From an optimization exercise on the open Yosys and OpenROAD flow, aimed at small area, a short achievable clock period and few clock cycles per item; shortcuts taken in it are not production practice.
Only simulation tests tie the RTL to the original design; equivalence was not proved.

==> design/flow/design.v <==
`default_nettype none
package tvas_pkg;
  localparam int SAMPLE_W = 16;
  localparam int SECTOR_W = 5;
endpackage
`default_nettype wire
`default_nettype none
module tvas_ks_add #(
  parameter integer W = 8
) (
  input  wire [W-1:0] a,
  input  wire [W-1:0] b,
  input  wire         ci,
  output wire [W-1:0] s
);
  localparam integer L = (W <= 1) ? 1 : $clog2(W);
  wire [W-1:0] p0 = a ^ b;
  wire [W-1:0] g0 = a & b;
  wire [W-1:0] g [0:L];
  wire [W-1:0] p [0:L];
  assign g[0] = {g0[W-1:1], g0[0] | (p0[0] & ci)};
  assign p[0] = p0;
  genvar l, i;
  generate
    for (l = 0; l < L; l = l + 1) begin : g_lvl
      for (i = 0; i < W; i = i + 1) begin : g_bit
        if (i >= (1 << l)) begin : g_op
          assign g[l+1][i] = g[l][i] | (p[l][i] & g[l][i - (1 << l)]);
          assign p[l+1][i] = p[l][i] & p[l][i - (1 << l)];
        end else begin : g_pass
          assign g[l+1][i] = g[l][i];
          assign p[l+1][i] = p[l][i];
        end
      end
    end
  endgenerate
  assign s = p0 ^ {g[L][W-2:0], ci};
endmodule
`default_nettype wire
`default_nettype none
module tilt_vector_to_angle_sector (
  input  wire         clk,
  input  wire         rst,
  input  wire         accel_valid,
  output wire         accel_stall,
  input  wire  [15:0] accel_x,
  input  wire  [15:0] accel_y,
  output wire         sector_valid,
  input  wire         sector_stall,
  output wire  [4:0]  sector
);
  localparam integer XW  = 19;
  function automatic integer wy(input integer k);
    case (k)
      1: wy = 18; 2: wy = 18; 3: wy = 17; 4: wy = 16; 5: wy = 16;
      6: wy = 15; 7: wy = 14; 8: wy = 13; 9: wy = 12; 10: wy = 11;
      11: wy = 10; 12: wy = 9; 13: wy = 8; default: wy = 7;
    endcase
  endfunction
  function automatic integer xwid(input integer k);
    xwid = (k <= 7) ? 19 : (k == 8) ? 16 : (k == 9) ? 13 : 11;
  endfunction
  function automatic integer xoff(input integer k);
    xoff = (k <= 7) ? 0 : (k == 8) ? 3 : (k == 9) ? 6 : 8;
  endfunction
  function automatic [13:0] atan_step(input integer i);
    case (i)
      0: atan_step = 14'd8192; 1: atan_step = 14'd4836; 2: atan_step = 14'd2555;
      3: atan_step = 14'd1297; 4: atan_step = 14'd651;  5: atan_step = 14'd326;
      6: atan_step = 14'd163;  7: atan_step = 14'd81;   8: atan_step = 14'd41;
      9: atan_step = 14'd20;   10: atan_step = 14'd10;  11: atan_step = 14'd5;
      12: atan_step = 14'd3;   13: atan_step = 14'd1;   14: atan_step = 14'd1;
      default: atan_step = 14'd0;
    endcase
  endfunction
  function automatic [15:0] abs16(input [15:0] v);
    integer j;
    reg     any;
    begin
      any = 1'b0;
      for (j = 0; j < 16; j = j + 1) begin
        abs16[j] = v[j] ^ (v[15] & any);
        any = any | v[j];
      end
    end
  endfunction
  reg        stall_q;
  wire       accept = accel_valid & ~stall_q;
  reg        v0, sx, sy;
  reg [15:0] ax, ay;
  always @(posedge clk) begin
    if (rst) v0 <= 1'b0;
    else     v0 <= accept;
    sx <= accel_x[15];
    sy <= accel_y[15];
    ax <= abs16(accel_x);
    ay <= abs16(accel_y);
  end
  wire        d0  = sx ^ sy;
  wire [16:0] s1x;
  wire [15:0] dyx, dxy;
  tvas_ks_add #(.W(17)) u_s1x (.a({1'b0, ax}), .b({1'b0, ay}), .ci(1'b0), .s(s1x));
  tvas_ks_add #(.W(16)) u_dyx (.a(ay), .b(~ax), .ci(1'b1), .s(dyx));
  tvas_ks_add #(.W(16)) u_dxy (.a(ax), .b(~ay), .ci(1'b1), .s(dxy));
  wire [15:0] s1y = d0 ? dyx : dxy;
  wire        yz  = (ay == 16'd0);
  wire        xz  = (ax == 16'd0);
  reg [16:0] n1x;
  reg [15:0] n1y;
  reg        n1d, n1b;
  always @* begin
    n1x = s1x; n1y = s1y; n1d = d0; n1b = sx;
    if (yz) begin
      n1x = 17'd32768; n1y = 16'd0 - 16'd32766; n1d = 1'b1; n1b = sx;
    end else if (xz) begin
      n1x = 17'd22000; n1y = 16'd0 - 16'd18000; n1d = 1'b0; n1b = sy;
    end
  end
  reg        v1, d0_1, b1;
  reg [16:0] x1;
  reg [15:0] y1;
  always @(posedge clk) begin
    if (rst) v1 <= 1'b0;
    else     v1 <= v0;
    x1   <= n1x;
    y1   <= n1y;
    d0_1 <= n1d;
    b1   <= n1b;
  end
  wire [XW*13-1:0] vx_bus;
  wire [18*13-1:0] vy_bus;
  wire [16*14-1:0] d_bus;
  wire [13:1]      b_bus;
  wire [13:1]      v_bus;
  wire [2:0]       d1214;             
  assign vx_bus[XW*1 +: XW] = {x1, 2'b00};
  assign vy_bus[18*1 +: 18] = {y1, 2'b00};
  assign d_bus[16*1 +: 16]  = {15'd0, d0_1};
  assign b_bus[1]           = b1;
  assign v_bus[1]           = v1;
  genvar k;
  generate
    for (k = 1; k <= 12; k = k + 1) begin : g_rot
      localparam integer W  = wy(k);
      localparam integer WN = wy(k + 1);
      localparam integer MW = W - 1 - k;   
      localparam integer XO = xoff(k);
      wire [XW-1:0]       vx = vx_bus[XW*k +: XW];
      wire signed [W-1:0] vy = vy_bus[18*k +: W];
      wire                dk = ~vy[W-1];     
      wire signed [W-1:0] ysh = vy >>> k;
      wire [XW-1:0]       xsh = vx >> (k - XO);
      wire [XW-1:0] nx;
      if (MW > 0) begin : g_m
        wire [MW-1:0] m = ysh[MW-1:0] ^ {MW{~dk}};
        tvas_ks_add #(.W(XW)) u_xa (.a(vx), .b({{(XW-MW){1'b0}}, m}), .ci(~dk), .s(nx));
      end else if (k < 10) begin : g_inc
        assign nx = vx + {{(XW-1){1'b0}}, ~dk};
      end else begin : g_inc_s
        assign nx = {8'd0, vx[10:0] + {10'd0, ~dk}};
      end
      wire [XW-1:0] nxr;                   
      if (k == 7) begin : g_sat8
        assign nxr = {3'd0, nx[18:8], (&nx[7:5]) ? nx[4:0] : 5'd0};
      end else if (k == 8) begin : g_sat9
        assign nxr = {6'd0, nx[15:6], (nx[5] & nx[4] & nx[3]) ? nx[2:0] : 3'd0};
      end else if (k == 9) begin : g_sat10
        assign nxr = {8'd0, nx[12:4], (nx[3] & nx[2]) ? nx[1:0] : 2'd0};
      end else begin : g_nosat
        assign nxr = nx;
      end
      wire [WN-1:0] xs = xsh[WN-1:0] ^ {WN{dk}};
      wire [WN-1:0] ny;
      tvas_ks_add #(.W(WN)) u_ya (.a(vy[WN-1:0]), .b(xs), .ci(dk), .s(ny));
      reg bq, vq;
      always @(posedge clk) begin
        if (rst) vq <= 1'b0;
        else     vq <= v_bus[k];
        bq <= b_bus[k];
      end
      assign b_bus[k+1] = bq;
      assign v_bus[k+1] = vq;
      if (k < 12) begin : g_xy
        reg [xwid(k+1)-1:0] xq;
        reg [WN-1:0] yq;
        always @(posedge clk) begin
          xq <= nxr;
          yq <= ny;
        end
        assign vx_bus[XW*(k+1) +: XW] = {{(XW - xwid(k+1)){1'b0}}, xq};
        assign vy_bus[18*(k+1) +: 18] = {{(18-WN){yq[WN-1]}}, yq};
      end
      if (k < 10) begin : g_d
        reg [k:0] dq;
        always @(posedge clk) dq <= {dk, d_bus[16*k +: k]};
        assign d_bus[16*(k+1) +: 16] = {{(15-k){1'b0}}, dq};
      end else begin : g_l
        wire [5:0] dlo = d_bus[16*k +: 6];
        wire [8:0] lin;
        if (k == 10) begin : g_l0
          wire [3:0] dm = d_bus[16*k + 6 +: 4];
          assign lin = ({9{dm[0]}} & 9'd163) + ({9{dm[1]}} & 9'd81) +
                       ({9{dm[2]}} & 9'd41)  + ({9{dm[3]}} & 9'd20);
        end else begin : g_l1
          assign lin = d_bus[16*k + 6 +: 9];
        end
        localparam [13:0] AK = atan_step(k);
        wire [8:0] lnx = lin + ({9{dk}} & AK[8:0]);
        if (k < 12) begin : g_lr
          reg [8:0] lq;
          reg [5:0] dq;
          always @(posedge clk) begin
            lq <= lnx;
            dq <= dlo;
          end
          assign d_bus[16*(k+1) +: 16] = {1'b0, lq, dq};
        end else begin : g_t
          reg [14:0] tlo;
          always @* begin
            case (dlo)
              6'd0: tlo = 15'd23677;
              6'd1: tlo = 15'd31869;
              6'd2: tlo = 15'd28513;
              6'd3: tlo = 15'd3937;
              6'd4: tlo = 15'd26232;
              6'd5: tlo = 15'd1656;
              6'd6: tlo = 15'd31068;
              6'd7: tlo = 15'd6492;
              6'd8: tlo = 15'd24974;
              6'd9: tlo = 15'd398;
              6'd10: tlo = 15'd29810;
              6'd11: tlo = 15'd5234;
              6'd12: tlo = 15'd27529;
              6'd13: tlo = 15'd2953;
              6'd14: tlo = 15'd32365;
              6'd15: tlo = 15'd7789;
              6'd16: tlo = 15'd24328;
              6'd17: tlo = 15'd32520;
              6'd18: tlo = 15'd29164;
              6'd19: tlo = 15'd4588;
              6'd20: tlo = 15'd26883;
              6'd21: tlo = 15'd2307;
              6'd22: tlo = 15'd31719;
              6'd23: tlo = 15'd7143;
              6'd24: tlo = 15'd25625;
              6'd25: tlo = 15'd1049;
              6'd26: tlo = 15'd30461;
              6'd27: tlo = 15'd5885;
              6'd28: tlo = 15'd28180;
              6'd29: tlo = 15'd3604;
              6'd30: tlo = 15'd248;
              6'd31: tlo = 15'd8440;
              6'd32: tlo = 15'd24003;
              6'd33: tlo = 15'd32195;
              6'd34: tlo = 15'd28839;
              6'd35: tlo = 15'd4263;
              6'd36: tlo = 15'd26558;
              6'd37: tlo = 15'd1982;
              6'd38: tlo = 15'd31394;
              6'd39: tlo = 15'd6818;
              6'd40: tlo = 15'd25300;
              6'd41: tlo = 15'd724;
              6'd42: tlo = 15'd30136;
              6'd43: tlo = 15'd5560;
              6'd44: tlo = 15'd27855;
              6'd45: tlo = 15'd3279;
              6'd46: tlo = 15'd32691;
              6'd47: tlo = 15'd8115;
              6'd48: tlo = 15'd24654;
              6'd49: tlo = 15'd78;
              6'd50: tlo = 15'd29490;
              6'd51: tlo = 15'd4914;
              6'd52: tlo = 15'd27209;
              6'd53: tlo = 15'd2633;
              6'd54: tlo = 15'd32045;
              6'd55: tlo = 15'd7469;
              6'd56: tlo = 15'd25951;
              6'd57: tlo = 15'd1375;
              6'd58: tlo = 15'd30787;
              6'd59: tlo = 15'd6211;
              6'd60: tlo = 15'd28506;
              6'd61: tlo = 15'd3930;
              6'd62: tlo = 15'd574;
              6'd63: tlo = 15'd8766;
              default: tlo = 15'd0;
            endcase
          end
          wire [10:0] sq_n;
          tvas_ks_add #(.W(11)) u_sq (.a({1'b0, tlo[9:0]}), .b({2'b00, lin}), .ci(1'b0), .s(sq_n));
          reg [4:0]  hq;
          reg [10:0] sq;
          always @(posedge clk) begin
            hq <= tlo[14:10];
            sq <= sq_n;
          end
          assign d_bus[16*(k+1) +: 16] = {hq, sq};
          wire       d13 = ~ny[WN-1];
          wire       e    = ~dk & (&vx[4:0]);
          wire [5:0] x13s = vx[10:5];
          wire [6:0] ua = {1'b1, ~x13s};       
          wire [6:0] ub = {1'b0, x13s};
          wire [6:0] sa = vy[6:0] ^ xs[6:0] ^ ua;
          wire [6:0] sb = vy[6:0] ^ xs[6:0] ^ ub;
          wire [6:0] ca = {(vy[5:0] & xs[5:0]) | (vy[5:0] & ua[5:0]) | (xs[5:0] & ua[5:0]), dk};
          wire [6:0] cb = {(vy[5:0] & xs[5:0]) | (vy[5:0] & ub[5:0]) | (xs[5:0] & ub[5:0]), dk};
          wire [6:0] y14a, y14b;
          tvas_ks_add #(.W(7)) u_y14a (.a(sa), .b(ca), .ci(~e), .s(y14a));
          tvas_ks_add #(.W(7)) u_y14b (.a(sb), .b(cb), .ci(e), .s(y14b));
          reg d12q, d13q, d14q;
          always @(posedge clk) begin
            d12q <= dk;
            d13q <= d13;
            d14q <= d13 ? ~y14a[6] : ~y14b[6];
          end
          assign d1214 = {d14q, d13q, d12q};
        end
      end
    end
  endgenerate
  wire [10:0] s13  = d_bus[16*13 +: 11];
  wire [4:0]  h13  = d_bus[16*13 + 11 +: 5];
  wire [2:0]  sml  = {1'b0, d1214[0], d1214[0]} + {2'b00, d1214[1]} + {2'b00, d1214[2]};
  wire [3:0]  lo3  = {1'b0, s13[2:0]} + {1'b0, sml};
  wire        cy   = s13[10] | ((&s13[9:3]) & lo3[3]);
  wire [4:0]  hb   = h13 ^ {b_bus[13], 4'b0000};
  wire [4:0]  hb1  = (h13 + 5'd1) ^ {b_bus[13], 4'b0000};
  wire [4:0]  pd   = cy ? hb1 : hb;
  wire        pv   = v_bus[13];
  localparam integer DEPTH = 14;         
  localparam integer CAP   = DEPTH + 2;  
  localparam integer CW    = 5;
  localparam integer PW    = 4;          
  reg  [CW-1:0] cnt_q;
  reg           out_v;
  reg  [4:0]    out_d;
  reg  [4:0]    fq [0:(1 << PW) - 1];
  reg  [PW-1:0] wp, rp;
  wire          f_empty = (wp == rp);
  wire [4:0]    fhead   = fq[rp];
  wire          push_go = pv & ~f_empty;
  wire          push_ho = pv & (out_v | ~f_empty);
  wire          pop_go  = ~f_empty;
  wire          pop_ho  = ~out_v & ~f_empty;
  wire          ov_go   = pv | ~f_empty;
  wire          ov_ho   = out_v | pv | ~f_empty;
  wire [4:0]    od_go   = f_empty ? pd : fhead;
  wire [4:0]    od_ho   = out_v ? out_d : od_go;
  wire          push = sector_stall ? push_ho : push_go;
  wire          pop  = sector_stall ? pop_ho  : pop_go;
  wire [CW-1:0] cnt_p   = cnt_q + 1'b1;
  wire [CW-1:0] cnt_m   = cnt_q - 1'b1;
  wire [CW-1:0] cnt_go  = ~out_v ? (accept ? cnt_p : cnt_q) : (accept ? cnt_q : cnt_m);
  wire [CW-1:0] cnt_ho  = accept ? cnt_p : cnt_q;
  wire          st_go   = ~out_v ? (accept ? (cnt_q >= CAP - 1) : (cnt_q >= CAP))
                                 : (accept ? (cnt_q >= CAP)     : (cnt_q >= CAP + 1));
  wire          st_ho   = accept ? (cnt_q >= CAP - 1) : (cnt_q >= CAP);
  always @(posedge clk) begin
    if (rst) begin
      cnt_q   <= {CW{1'b0}};
      stall_q <= 1'b0;
      out_v   <= 1'b0;
      wp      <= {PW{1'b0}};
      rp      <= {PW{1'b0}};
    end else begin
      cnt_q   <= sector_stall ? cnt_ho : cnt_go;
      stall_q <= sector_stall ? st_ho  : st_go;
      out_v   <= sector_stall ? ov_ho  : ov_go;
      if (push) wp <= wp + 1'b1;
      if (pop)  rp <= rp + 1'b1;
    end
  end
  always @(posedge clk) begin
    out_d <= sector_stall ? od_ho : od_go;
    if (pv) fq[wp] <= pd;
  end
  assign accel_stall  = stall_q;
  assign sector_valid = out_v;
  assign sector       = out_d;
endmodule
`default_nettype wire
==> design/flow/run.sh <==
#!/bin/bash
# synth_recipe.tcl (not shown) runs the flow's synth.tcl, then flattens the netlist and writes it again
# the make line also repeats each setting of config.mk as NAME=value (left out here)
make -C /OpenROAD-flow-scripts/flow DESIGN_CONFIG=/design/flow/config.mk WORK_HOME=/design/flow/orfs CLKGATE_MAP_FILE= SYNTH_SCRIPT=/design/flow/synth_recipe.tcl finish
==> design/flow/config.mk <==
export PLATFORM = sky130hd
export DESIGN_NAME = tilt_vector_to_angle_sector
export DESIGN_NICKNAME = tilt_vector_to_angle_sector
export VERILOG_FILES = /design/flow/design.v
export SDC_FILE = /design/flow/constraint.sdc
export NUM_CORES = 4
export LEC_CHECK = 0
export ABC_AREA = 1
export CAP_MARGIN = 20
export CORE_MARGIN = 2
export CORE_UTILIZATION = 40
export CTS_BUF_LIST = sky130_fd_sc_hd__clkbuf_4 sky130_fd_sc_hd__clkbuf_8
export CTS_CLUSTER_SIZE = 30
export PLACE_DENSITY = 0.75
export SETUP_SLACK_MARGIN = 2.6
export SLEW_MARGIN = 20
==> design/flow/constraint.sdc <==
create_clock -name core_clock -period 5.0 [get_ports {clk}]
set_input_delay 1.0000 -clock core_clock [delete_from_list [all_inputs] [get_ports {clk}]]
set_output_delay 1.0000 -clock core_clock [all_outputs]
set_load 0.01 [all_outputs]
==> results.py, run 1 <==
metrics = {
    "run_status": {
        "status": "finished clean",
    },
    "global_route": {
        "antenna_found_initial": 2,
        "grt_pass1_vias": 26200,
        "grt_pass1_wl_mm": 124,
        "track_usage_pct": 16.6,
        "grt_start_max_net_pins": 42,
        "overflow": 0,
    },
    "cts": {
        "clock-root-buffer": "clkbuf_8",
        "cts_tree": "done",
        "clk_latency_ns": 0.71,
        "htreeDepth": 3,
        "hold_buffers": 0,
        "clk_transition_reported_paths_ns": 0.06,
        "cts.path.max_buffers": 3,
        "numCtsBuffers": 99,
        "clock-sinks": 635,
    },
    "placed_design": {
        "io_buffers": 42,
        "dp_hpwl_mm": 57.3,
        "gp_congestion": 0.918,
        "placed_area_sq_um": 36400,
        "place_inst": 5199,
        "place_ws_ns": 1.99,
    },
    "critical_path": {
        "critPathBufInv": 2,
        "worstPathCellList": "buf_12, buf_4, xor2_1, ha_1, a21o_1, a21oi_1, o21ai_1, nand3_1, nand2_1, xor2_1",
        "crit_type": "reg -> reg",
        "start_kind": "register",
        "cpMostUsedCell": "xor2_1",
        "critPathCaptureType": "register",
        "worstPathArrival_ns": 2.91,
        "critPathRequiredTime_ns": 5.58,
        "crit_slowest_cell": "a21oi_1",
        "critPathMaxFanout": 12,
        "cpPeakStageDelay_ns": 0.37,
        "cpLargestDelayFamily": "compound AO/OA/AOI/OAI gates",
    },
    "synth": {
        "synth-simple-area-share_pct": 16.3,
        "synth_edf_count": 85,
        "synth-compound-area-share_pct": 10.8,
        "syn_nets": 4463,
        "yosysSeqAreaShare_pct": 38.9,
        "synthArstFlopShare_pct": 0,
        "synth_warnings": 14,
        "syn_area_per_cell_sq_um": 8.57,
        "synthMuxAreaShare_pct": 0.402,
        "synth-seq-cells": 635,
        "syn_area_sq_um": 34900,
        "synthXorXnorAreaFrac_pct": 13.9,
        "synth_top_family_by_area": "simple AND/OR/NAND/NOR gates",
        "synth-adder-area-share_pct": 13.6,
        "synth-main-ff-cell": "dfxtp_1",
        "synthCells": 4071,
        "yosysUniqueCellTypes": 64,
    },
    "floorplan": {
        "die_area_sq_um": 89600,
        "die_w_um": 299,
        "core-area_sq_um": 86600,
        "io_pins": 43,
        "die_h_um": 299,
        "rows": 108,
        "start_util_pct": 40.3,
    },
    "drt": {
        "vias_per_cell": 4.94,
        "via_count": 26900,
        "first_iter_violations": 1711,
        "drt_pass1_iterations": 7,
        "post_drt_wl_per_cell_um": 14.1,
        "ant_nets": 0,
        "drc": 0,
        "routed_wl_mm": 76.5,
    },
    "finish": {
        "layout_common_cells": "nand2_1, dfxtp_1, inv_1",
        "post-route-util_pct": 45.7,
        "drive_above_1_share_pct": 9.77,
        "nFillCells": 8072,
        "final_common_cell": "nand2_1",
        "stdcell_area_sq_um": 39600,
        "final_cell_count_no_fill": 5436,
        "fin_nets": 4595,
        "register_area_sq_um": 13600,
        "multi_input_area_sq_um": 19600,
        "area_delta_synth_final_pct": 13.4,
    },
    "hold_path": {
        "hold_path_class": "reg -> reg",
    },
    "timing": {
        "clock_skew_ns": 0.0493,
        "final_max_slew_viol_count": 0,
        "fin_setup_tns_ns": 0,
        "rsz0062_at_grt": "yes",
        "period_needed_ns": 2.33,
        "setup-violations-final": 0,
        "hold_viol": 0,
        "fmax_mhz": 428,
        "slew_headroom_pct": 52.3,
        "hold_ws_ns": 0.316,
        "fin_ws_ns": 2.67,
        "tightest_slew_ns": 0.714,
        "fin_crit_sh_pct": 46.7,
    },
    "flow_run": {
        "cap_violations": 0,
    },
}
-- cell usage after synthesis, types with 13 or more instances --
library cell  instances  area [sq um]
a211oi_1             13          97.6
a21o_1               31           233
a21oi_1             270          1350
a31oi_1              14          87.6
buf_2                37           185
buf_4                17           128
clkbuf_1             22          82.6
dfxtp_1             550         11000
edfxtp_1             85          2550
fa_1                 37           741
ha_1                319          3990
inv_1               443          1660
inv_2                13          48.8
mux2i_1              14           140
nand2_1             684          2570
nand3_1             187           936
nand4_1              46           288
nor2_1              298          1120
nor3_1               39           195
o21ai_0             164           821
o21ai_1              31           155
o21ai_2              17           149
o221ai_1             17           149
xnor2_1             221          1940
xor2_1              332          2910
-- registers in the layout, summed over array words and instances, names as in the netlist, 4 cells and up, named ones only --
register,count
ay,16
ax,16
g_rot.bq,12
g_rot.vq,12
out_d,5
g_rot.g_xy.yq,150
g_rot.g_l.g_t.tlo,15
cnt_q,5
fq,80
rp,4
g_rot.g_l.g_t.hq,5
x1,16
g_rot.g_d.dq,54
y1,16
g_rot.g_l.g_t.sq,11
g_rot.g_xy.xq,175
g_rot.g_l.g_lr.dq,6
g_rot.g_l.g_lr.lq,18
wp,4
-- area by class of cell --
type,instances,area share [%]
Antenna cell,3,0.0190
Clock buffer,156,4.98
Clock inverter,20,0.702
Inverter,460,4.40
Multi-Input combinational cell,2900,49.4
Sequential cell,635,34.4
Tap cell,1155,3.65
Timing Repair Buffer,107,2.47
-- worst paths after layout --
| path | startpoint | endpoint | slack (ns) | depth (start not counted) |
|---|---|---|---|---|
| max | g_rot[2].g_xy.yq[16] | g_rot[3].g_xy.xq[12] | 2.67 | 10 |
| min | g_rot[7].bq | g_rot[8].bq | 0.32 | 0 |
| max reg2reg | g_rot[2].g_xy.yq[16] | g_rot[3].g_xy.xq[12] | 2.67 | 10 |
| min reg2reg | g_rot[7].bq | g_rot[8].bq | 0.32 | 0 |
-- layer usage --
metal  vias up  routed length (um)  share of wire, %  global-route usage, %
met5         -                   0                 0                      0
met4         0                2370               3.1                   6.19
met3       183                3120               4.1                   2.45
met2       592               37500                49                   29.3
met1     12500               33500                44                   20.3
li1      13700                   -                 -                      -
-- what timing repair did --
action / CTS / global route
buffers inserted: 10 / 46
cloned: 0 / 2
endpoints found under the setup margin: 226 / 116
pin swaps: 0 / 34
resized for setup: 41 / 99
-- cells by family after synthesis --
kind of cell | Yosys count
simple gates | 1327
buf+inv | 538
mux | 14
flops | 635
xor+xnor | 553
fa+ha+maj | 356
compound gates | 648
-- worst reg2reg max path: cells and delay by family, from the launching register on --
family / cells / cell delay, ns
AOI/OAI and AO/OA: 3 / 0.75
xor gates and xnor gates: 2 / 0.31
adders and majority gates: 1 / 0.36
buffers and inverters: 2 / 0.29
DFF: 1 / 0.36
and+or+nand+nor: 2 / 0.15
Testbench counts, summed over its fixed seeds: cycles 16,120, items 16,000.
==> run 2, diff against run 1 <==
--- a/design/flow/config.mk
+++ b/design/flow/config.mk
@@ -13,4 +13,4 @@
 export CTS_CLUSTER_SIZE = 30
 export PLACE_DENSITY = 0.75
-export SETUP_SLACK_MARGIN = 2.6
+export SETUP_SLACK_MARGIN = 2.5
 export SLEW_MARGIN = 20
==> results.py, run 2 <==
metrics = {
    "floorplan": {
        "core-area_sq_um": 86600,
        "io_pins": 43,
        "die_w_um": 299,
        "rows": 108,
        "die_area_sq_um": 89600,
        "die_h_um": 299,
        "start_util_pct": 40.3,
    },
    "timing": {
        "period_needed_ns": 2.38,
        "tightest_slew_ns": 0.661,
        "setup-violations-final": 0,
        "fin_setup_tns_ns": 0,
        "rsz0062_at_grt": "yes",
        "slew_headroom_pct": 55.9,
        "hold_viol": 0,
        "fmax_mhz": 420,
        "clock_skew_ns": 0.0443,
        "final_max_slew_viol_count": 0,
        "fin_crit_sh_pct": 47.6,
    },
    "synth": {
        "yosysUniqueCellTypes": 64,
        "netlist_top_cells_area": "dfxtp_1, ha_1, xor2_1",
        "synth-simple-area-share_pct": 16.3,
        "syn_area_sq_um": 34900,
        "synth-main-ff-cell": "dfxtp_1",
        "synth_warnings": 14,
        "syn_area_per_cell_sq_um": 8.57,
        "synth_top_area_share_pct": 31.5,
        "synth-compound-area-share_pct": 10.8,
        "synthMuxAreaShare_pct": 0.402,
        "yosysMostFrequentCell": "nand2_1",
        "synth-adder-area-share_pct": 13.6,
        "synthXorXnorAreaFrac_pct": 13.9,
        "synth_top_cell_by_area": "dfxtp_1",
        "synth-seq-cells": 635,
        "syn_nets": 4463,
        "synthArstFlopShare_pct": 0,
        "yosysSeqAreaShare_pct": 38.9,
        "synth_top_family_by_area": "simple AND/OR/NAND/NOR gates",
        "ys_top_cells_by_count": "nand2_1, dfxtp_1, inv_1",
        "synthCells": 4071,
        "synth_edf_count": 85,
    },
    "critical_path": {
        "crit_slowest_cell": "edfxtp_1",
        "worstPathArrival_ns": 1.38,
        "cpPeakStageDelay_ns": 0.42,
        "crit_type": "reg -> out",
        "critPathRequiredTime_ns": 4.00,
        "r2r_cells": 11,
        "critPathMaxFanout": 1,
        "critPathBufInv": 1,
        "cpLargestDelayFamily": "flip-flops",
        "worstPathCellList": "clkdlybuf4s15_2",
        "start_kind": "register",
        "critPathCaptureType": "primary output",
        "path_depth": 1,
    },
    "drt": {
        "drt_pass1_iterations": 6,
        "routed_wl_mm": 75.1,
        "first_iter_violations": 1543,
        "via_count": 26700,
        "drc": 0,
        "ant_nets": 0,
        "post_drt_wl_per_cell_um": 13.9,
        "vias_per_cell": 4.94,
    },
    "global_route": {
        "grt_pass1_vias": 26100,
        "overflow": 0,
        "track_usage_pct": 16.5,
        "grt_start_max_net_pins": 42,
        "grt_pass1_wl_mm": 124,
        "antenna_found_initial": 2,
    },
    "cts": {
        "clk_transition_reported_paths_ns": 0.06,
        "htreeDepth": 3,
        "clock-root-buffer": "clkbuf_8",
        "hold_buffers": 0,
        "numCtsBuffers": 99,
        "clk_latency_ns": 0.71,
        "cts_tree": "done",
        "clock-sinks": 635,
        "cts.path.max_buffers": 3,
    },
    "finish": {
        "area_delta_synth_final_pct": 12.0,
        "final_common_cell": "nand2_1",
        "max_flop_register": "g_rot.g_xy.xq",
        "fin_nets": 4569,
        "layout_common_cells": "nand2_1, dfxtp_1, inv_1",
        "stdcell_area_sq_um": 39100,
        "largest_registers": "g_rot.g_xy.xq x175, g_rot.g_xy.yq x150, fq x80",
        "drive_above_1_share_pct": 7.86,
        "largest_register_ffs": 175,
    },
    "flow_run": {
        "cap_violations": 0,
    },
    "hold_path": {
        "hold_path_depth": 0,
        "hold_path_class": "reg -> reg",
    },
    "placed_design": {
        "dp_hpwl_mm": 57.3,
        "io_buffers": 42,
        "placed_area_sq_um": 36400,
        "gp_congestion": 0.918,
    },
    "run_status": {
        "status": "finished clean",
    },
}
run 2: cell types whose count changed in the layout (fill, tap and decap cells not counted), sizes merged:
cell,change
buf,-26
clkdlybuf4s15,-4
clkinv,+2
clkinvlp,-1
dlygate4sd2,+6
inv,-1
nand2,-2
run 2: worst paths after layout:
kind                            endpoint                 start  slack [ns]
setup / recovery               sector[2]              out_d[2]        2.62
hold / removal               g_rot[8].bq           g_rot[7].bq        0.32
setup reg to reg  g_rot[12].g_l.g_t.d14q  g_rot[11].g_xy.yq[8]        2.63
hold reg to reg              g_rot[8].bq           g_rot[7].bq        0.32
run 2: cell type report:
cell class                 instances  area, sq um
multi-input combinational       2898        19300
tap                             1155         1450
inverter                         460         1730
sequential                       635        13600
clock buffer                     156         1970
timing repair buffer              83          763
clock inverter                    20          278
antenna                            3         7.51
fill                            8141        47500
run 2: stage by stage:
step                hold WS (ns)  worst slack (ns)  util [%]  cells
floorplan                  0.310              2.61         -   4071
global placement           0.310              2.05      42.1   5199
detailed placement         0.312              1.99      42.1   5199
CTS                        0.306              2.44      44.7   5376
global route               0.322              2.45      45.1   5410
finish                     0.315              2.62      45.1   5410
run 2: cells by family after synthesis:
| kind of cell | Yosys count |
|---|---|
| AOI/OAI and AO/OA | 648 |
| xor gates and xnor gates | 553 |
| adders and majority gates | 356 |
| buffers and inverters | 538 |
| DFF | 635 |
| muxes | 14 |
| and+or+nand+nor | 1327 |
run 2: what timing repair did:
| action | in CTS | in global routing |
|---|---|---|
| pin swaps | 0 | 0 |
| buffers inserted | 1 | 31 |
| resized for setup | 26 | 25 |
| endpoints found under the setup margin | 183 | 103 |
| gates cloned | 0 | 0 |
run 2: metal layers:
| layer | vias to the layer above | GRT usage [%] | part of all wire (%) |
|---|---|---|---|
| met1 | 12400 | 20.3 | 44 |
| met3 | 176 | 2.40 | 4.2 |
| li1 | 13600 | - | - |
| met5 | - | 0 | 0 |
| met4 | 0 | 6.14 | 3.0 |
| met2 | 588 | 29.3 | 49 |
==> run 3, diff against run 2 <==
--- a/design/flow/config.mk
+++ b/design/flow/config.mk
@@ -13,4 +13,4 @@
 export CTS_CLUSTER_SIZE = 30
 export PLACE_DENSITY = 0.75
-export SETUP_SLACK_MARGIN = 2.5
+export SETUP_SLACK_MARGIN = 2.7
 export SLEW_MARGIN = 20
==> results.py, run 3 <==
metrics = {
    "run_status": {
        "status": "finished clean",
    },
    "cts": {
        "clk_latency_ns": 0.73,
        "htreeDepth": 3,
        "clock-root-buffer": "clkbuf_8",
        "clock-sinks": 635,
        "numCtsBuffers": 100,
        "cts.path.max_buffers": 3,
        "hold_buffers": 0,
        "cts_tree": "done",
        "clk_transition_reported_paths_ns": 0.07,
    },
    "synth": {
        "synthMuxAreaShare_pct": 0.402,
        "syn_nets": 4463,
        "yosysUniqueCellTypes": 64,
        "synth_top_cell_by_area": "dfxtp_1",
        "synth_top_area_share_pct": 31.5,
        "synth-compound-area-share_pct": 10.8,
        "ys_top_cells_by_count": "nand2_1, dfxtp_1, inv_1",
        "syn_area_per_cell_sq_um": 8.57,
        "netlist_top_cells_area": "dfxtp_1, ha_1, xor2_1",
        "yosysSeqAreaShare_pct": 38.9,
        "yosysMostFrequentCell": "nand2_1",
        "synth_top_family_by_area": "simple AND/OR/NAND/NOR gates",
        "synth_warnings": 14,
        "synthCells": 4071,
        "syn_area_sq_um": 34900,
        "synth-seq-cells": 635,
        "synth-adder-area-share_pct": 13.6,
        "synth_edf_count": 85,
        "synth-simple-area-share_pct": 16.3,
        "synthXorXnorAreaFrac_pct": 13.9,
        "synth-main-ff-cell": "dfxtp_1",
        "synthArstFlopShare_pct": 0,
    },
    "drt": {
        "routed_wl_mm": 78.2,
        "drt_pass1_iterations": 8,
        "post_drt_wl_per_cell_um": 14.3,
        "vias_per_cell": 4.92,
        "ant_nets": 0,
        "first_iter_violations": 1421,
        "via_count": 26900,
        "drc": 0,
    },
    "finish": {
        "largest_register_ffs": 175,
        "max_flop_register": "g_rot.g_xy.xq",
        "nFillCells": 8039,
        "largest_registers": "g_rot.g_xy.xq x175, g_rot.g_xy.yq x150, fq x80",
        "drive_above_1_share_pct": 12.1,
        "final_common_cell": "nand2_1",
        "layout_common_cells": "nand2_1, dfxtp_1, inv_1",
        "fin_nets": 4620,
        "area_delta_synth_final_pct": 15.2,
    },
    "critical_path": {
        "worstPathCellList": "buf_2",
        "cpLargestDelayFamily": "flip-flops",
        "start_kind": "register",
        "worstPathArrival_ns": 1.31,
        "crit_slowest_cell": "edfxtp_1",
        "critPathCaptureType": "primary output",
        "critPathMaxFanout": 1,
        "cpPeakStageDelay_ns": 0.42,
        "critPathRequiredTime_ns": 4.00,
        "crit_type": "reg -> out",
        "critPathBufInv": 1,
    },
    "placed_design": {
        "dp_hpwl_mm": 58.0,
        "io_buffers": 42,
        "gp_congestion": 0.911,
    },
    "global_route": {
        "overflow": 0,
        "grt_pass1_wl_mm": 125,
        "antenna_found_initial": 2,
        "track_usage_pct": 16.7,
        "grt_start_max_net_pins": 42,
        "grt_pass1_vias": 26100,
    },
    "floorplan": {
        "io_pins": 43,
        "die_h_um": 299,
        "die_w_um": 299,
        "rows": 108,
        "start_util_pct": 40.3,
        "core-area_sq_um": 86600,
        "die_area_sq_um": 89600,
    },
    "timing": {
        "hold_viol": 0,
        "fmax_mhz": 434,
        "rsz0062_at_grt": "yes",
        "clock_skew_ns": 0.0635,
        "fin_setup_tns_ns": 0,
        "slew_headroom_pct": 56.6,
        "setup-violations-final": 0,
        "hold_ws_ns": 0.296,
        "fin_crit_sh_pct": 46.1,
        "final_max_slew_viol_count": 0,
        "period_needed_ns": 2.31,
        "tightest_slew_ns": 0.650,
    },
    "hold_path": {
        "hold_path_class": "reg -> reg",
    },
    "flow_run": {
        "cap_violations": 0,
    },
}
-- run 3: what timing repair did --
item,CTS,global route
resized for setup,99,163
endpoints found under the setup margin,240,154
setup buffers,25,53
pin swaps,18,72
cloned,2,2
-- run 3: path summary, 6_finish.rpt --
check,startpoint,endpoint,slack [ns],cells after the start
setup reg to reg,g_rot[2].g_xy.yq[16],g_rot[3].g_xy.xq[16],2.70,9
hold / removal,g_rot[12].g_l.g_t.tlo[10],g_rot[12].g_l.g_t.hq[0],0.30,0
setup / recovery,out_d[2],sector[2],2.69,1
hold reg to reg,g_rot[12].g_l.g_t.tlo[10],g_rot[12].g_l.g_t.hq[0],0.30,0
-- run 3: through the flow --
step / setup slack [ns] / std cells / utilization (%) / cell area, sq um
5_1_grt: 2.58 / 5463 / 46.4 / 40200
4_1_cts: 2.61 / 5407 / 45.1 / 39100
2_1_floorplan: 2.69 / 4071 / - / 34900
3_3_place_gp: 2.19 / 5199 / 42.1 / 36400
3_5_place_dp: 2.09 / 5199 / 42.1 / 36400
6_report: 2.69 / 5463 / 46.4 / 40200
-- run 3: layout make-up --
type | instances | area, sq um | area share (%)
multi-input combinational | 2900 | 20000 | 49.7
inverter | 460 | 1740 | 4.34
timing repair buffer | 131 | 1220 | 3.02
clock inverter | 31 | 293 | 0.728
tap | 1155 | 1450 | 3.59
sequential | 635 | 13600 | 33.9
clock buffer | 150 | 1910 | 4.76
antenna | 1 | 2.50 | 0.00622
-- run 3: cells by family (layout without fill, tap and decap cells) --
kind of cell	count (synthesis)	in the layout
other	0	1
DFF	635	635
AOI/OAI and AO/OA	648	648
buffers and inverters	538	772
adders and majority gates	356	356
muxes	14	14
xor gates and xnor gates	553	553
and+or+nand+nor	1327	1329
-- run 3: per-layer routing --
layer / global-route usage [%] / vias to the layer above / share of wire (%)
met2: 29.9 / 567 / 49
met3: 2.87 / 140 / 4.3
li1: - / 13700 / -
met4: 5.40 / 0 / 2.4
met5: 0 / - / 0
met1: 20.4 / 12500 / 44

[static timing again, ports no longer ideal]
No port has a modelled driver above. Below, the same layouts with a new extraction and two added sets of constraints. Step 1 sets driving cells, clkbuf_16 on the clock port and buf_2 on the other inputs (assumed; they add their load-dependent delay and slew). Step 2 times the ports against the registers' clock, not the clock port: input delays grow and output delays shrink by t, the midpoint of the rising clock arrivals with the driver on. a / b / c = no drivers / after step 1 / after step 2; a / b = the first two.
run	t (ns)	setup slack, ns	worst setup path after step 2	latest minus earliest clock arrival (ns)	worst data-port slew with drivers (ns)
run 1	0.754	2.666 / 2.610 / 2.098	input to register	0.049 / 0.049	0.06
run 2	0.754	2.620 / 2.552 / 2.101	input to register	0.044 / 0.045	0.06
run 3	0.777	2.694 / 2.627 / 2.153	input to register	0.089 / 0.089	0.04
After both steps setup and hold are still met in every run listed. For run 1, which loses most, drivers alone change the setup slack by -0.056 ns; drivers and shift together by -0.568 ns.
